This design comes from an exercise in tuning for small area, a short achievable clock period and few clock cycles per item on the open sky130 flow, not from production work.

Design fnv_lane_mix, start of the top module:
module fnv_lane_mix #(
  parameter int             LANES     = 4,
  parameter int             W         = 32,
  parameter logic [W-1:0]   FNV_PRIME = 32'h01000193
) (
  input  logic               clk,
  input  logic               rst,
  input  logic               in_valid,
  output logic               in_ready,
  input  logic [1:0]         mode,
  input  logic [LANES*W-1:0] a,
  input  logic [LANES*W-1:0] b,
  output logic               out_valid,
  input  logic               out_ready,
  output logic [LANES*W-1:0] c,
  output logic [W-1:0]       digest,
  output logic               out_err
);
Size in the first run: ~2,700 cells after synthesis, ~490 flip-flops, ~34,000 µm² of cells after synthesis.
==> module fnv_lane_mix, before the edit <==
module fnv_lane_mix #(
  parameter int             LANES     = 4,
  parameter int             W         = 32,
  parameter logic [W-1:0]   FNV_PRIME = 32'h01000193
) (
  input  logic               clk,
  input  logic               rst,
  input  logic               in_valid,
  output logic               in_ready,
  input  logic [1:0]         mode,
  input  logic [LANES*W-1:0] a,
  input  logic [LANES*W-1:0] b,
  output logic               out_valid,
  input  logic               out_ready,
  output logic [LANES*W-1:0] c,
  output logic [W-1:0]       digest,
  output logic               out_err
);
  logic         adv;
  logic         v1_q, v2_q, v3_q;
  logic [1:0]   md1_q, md2_q, md3_q;
  logic         f1_q, f2_q;
  logic [W-1:0] r1_l0_q, r1_l3_q, r1_m1_q, r1_x1_q, r1_m2_q, r1_x2_q;
  logic [W-1:0] r2_l0_q, r2_l1_q, r2_l3_q, r2_m2_q, r2_x2_q;
  logic [W-1:0] r3_l0_q, r3_l1_q, r3_l3_q, r3_y2_q;
  logic [W-1:0] a0, a1, a2, a3, b0, b1, b2, b3;
  logic         md0, md1, md2;
  logic [W-1:0] p0, p3, p1, p2;
  logic [W-1:0] y0, y3, m1, x1, m2, x2, y1, y2;
  logic         l2;
  assign adv      = !v3_q || out_ready;
  assign in_ready = adv;
  assign {a3, a2, a1, a0} = a;
  assign {b3, b2, b1, b0} = b;
  assign md0 = (mode == 2'd0);
  assign md1 = (mode == 2'd1);
  assign md2 = (mode == 2'd2);
  fnv_mulp u_mul0 (.x(md1 ? (a0 ^ b0) : a0), .y(p0));
  fnv_mulp u_mul3 (.x(md1 ? (a3 ^ b3) : a3), .y(p3));
  assign y0 = p0 ^ (md0 ? b0 : md2 ? a1 : '0);
  assign y3 = p3 ^ (md0 ? b3 : '0);
  assign m1 = md1 ? (a1 ^ b1) : a1;
  assign x1 = md0 ? b1 : md2 ? a2 : '0;
  assign m2 = md1 ? (a2 ^ b2) : a2;
  assign x2 = md0 ? b2 : md2 ? a3 : '0;
  fnv_mulp u_mul1 (.x(f1_q ? r1_l0_q : r1_m1_q), .y(p1));
  assign y1 = p1 ^ r1_x1_q;
  assign l2 = !md2_q[1];
  fnv_mulp u_mul2 (.x(f2_q ? r2_l1_q : r2_m2_q), .y(p2));
  assign y2 = p2 ^ r2_x2_q;
  always_ff @(posedge clk) begin
    if (rst) begin
      v1_q <= 1'b0;
      v2_q <= 1'b0;
      v3_q <= 1'b0;
    end else if (adv) begin
      v1_q <= in_valid;
      v2_q <= v1_q;
      v3_q <= v2_q;
    end
  end
  always_ff @(posedge clk) begin
    if (adv) begin
      md1_q   <= mode;
      f1_q    <= md2;
      r1_l0_q <= y0;
      r1_l3_q <= y3;
      r1_m1_q <= m1;
      r1_x1_q <= x1;
      r1_m2_q <= m2;
      r1_x2_q <= x2;
      md2_q   <= md1_q;
      f2_q    <= f1_q;
      r2_l0_q <= r1_l0_q;
      r2_l1_q <= y1;
      r2_l3_q <= r1_l3_q;
      r2_m2_q <= r1_m2_q;
      r2_x2_q <= r1_x2_q;
      md3_q   <= md2_q;
      r3_l0_q <= l2 ? r2_l0_q : '0;
      r3_l1_q <= l2 ? r2_l1_q : '0;
      r3_l3_q <= l2 ? r2_l3_q : '0;
      r3_y2_q <= y2;
    end
  end
  assign out_valid = v3_q;
  assign c         = {r3_l3_q, md3_q[1] ? '0 : r3_y2_q, r3_l1_q, r3_l0_q};
  assign digest    = (md3_q == 2'd2) ? r3_y2_q : '0;
  assign out_err   = (md3_q == 2'd3);
endmodule
make LEC_CHECK=0 CAP_MARGIN=20 CORE_MARGIN=2 CORE_UTILIZATION=40 SETUP_SLACK_MARGIN=1.2 SLEW_MARGIN=20 finish   # period 7.0 ns
run.sh (not shown) runs the stock make flow with config.mk's settings and CLKGATE_MAP_FILE= SYNTH_SCRIPT=/design/flow/synth_recipe.tcl, a recipe that flattens the netlist after the stock synthesis.
==> next run, changes <==
--- a/flow/design.v
+++ b/flow/design.v
@@ -18,17 +18,16 @@
 );
   logic         adv;
   logic         v1_q, v2_q, v3_q;
   logic [1:0]   md1_q, md2_q, md3_q;
-  logic         f1_q, f2_q;
   logic [W-1:0] r1_l0_q, r1_l3_q, r1_m1_q, r1_x1_q, r1_m2_q, r1_x2_q;
   logic [W-1:0] r2_l0_q, r2_l1_q, r2_l3_q, r2_m2_q, r2_x2_q;
   logic [W-1:0] r3_l0_q, r3_l1_q, r3_l3_q, r3_y2_q;
   logic [W-1:0] a0, a1, a2, a3, b0, b1, b2, b3;
   logic         md0, md1, md2;
   logic [W-1:0] p0, p3, p1, p2;
   logic [W-1:0] y0, y3, m1, x1, m2, x2, y1, y2;
-  logic         l2;
+  logic         f1, l2;
   assign adv      = !v3_q || out_ready;
   assign in_ready = adv;
   assign {a3, a2, a1, a0} = a;
   assign {b3, b2, b1, b0} = b;
@@ -42,12 +41,13 @@
   assign m1 = md1 ? (a1 ^ b1) : a1;
   assign x1 = md0 ? b1 : md2 ? a2 : '0;
   assign m2 = md1 ? (a2 ^ b2) : a2;
   assign x2 = md0 ? b2 : md2 ? a3 : '0;
-  fnv_mulp u_mul1 (.x(f1_q ? r1_l0_q : r1_m1_q), .y(p1));
+  assign f1 = (md1_q == 2'd2);
+  fnv_mulp u_mul1 (.x(f1 ? r1_l0_q : r1_m1_q), .y(p1));
   assign y1 = p1 ^ r1_x1_q;
   assign l2 = !md2_q[1];
-  fnv_mulp u_mul2 (.x(f2_q ? r2_l1_q : r2_m2_q), .y(p2));
+  fnv_mulp u_mul2 (.x(r2_m2_q), .y(p2));
   assign y2 = p2 ^ r2_x2_q;
   always_ff @(posedge clk) begin
     if (rst) begin
       v1_q <= 1'b0;
@@ -61,21 +61,19 @@
   end
   always_ff @(posedge clk) begin
     if (adv) begin
       md1_q   <= mode;
-      f1_q    <= md2;
       r1_l0_q <= y0;
       r1_l3_q <= y3;
       r1_m1_q <= m1;
       r1_x1_q <= x1;
       r1_m2_q <= m2;
       r1_x2_q <= x2;
       md2_q   <= md1_q;
-      f2_q    <= f1_q;
       r2_l0_q <= r1_l0_q;
       r2_l1_q <= y1;
       r2_l3_q <= r1_l3_q;
-      r2_m2_q <= r1_m2_q;
+      r2_m2_q <= f1 ? y1 : r1_m2_q;
       r2_x2_q <= r1_x2_q;
       md3_q   <= md2_q;
       r3_l0_q <= l2 ? r2_l0_q : '0;
       r3_l1_q <= l2 ? r2_l1_q : '0;
Non-clock buffer count came out lower by 10.
Routed wire length fell by a few percent.
Area after synthesis barely changes.
Design area is higher slightly.
Worst setup slack got worse by 0.042 ns.
Function was not checked in any run of this note: the RTL went through the layout flow alone.

-- separate check: timing with driven ports --
How much do the figures lean on ideal ports? The routed layouts below were timed once more, with nothing changed but the port constraints. Step 1 assumes that a clkbuf_16 drives the clock port and a buf_2 every other input. Step 2, shift: input delay + t, output delay - t, t = (earliest + latest rising clock arrival at the registers) / 2. This alone moves slack from input paths to output paths. Three values: ideal, step 1, step 2; two values: the first two.
run | shift t [ns] | setup WS [ns] | latest minus earliest clock arrival (ns) | cell pins on the clock port's net
the first run | 0.681 | 1.376 / 1.408 / 0.726 | 0.033 / 0.033 | 1
the second run | 0.656 | 1.334 / 1.367 / 0.711 | 0.017 / 0.018 | 1
After both steps setup and hold are still met in every run listed. The setup slack of the first run, which loses most, moves by +0.032 ns with the drivers and by -0.650 ns with both steps.
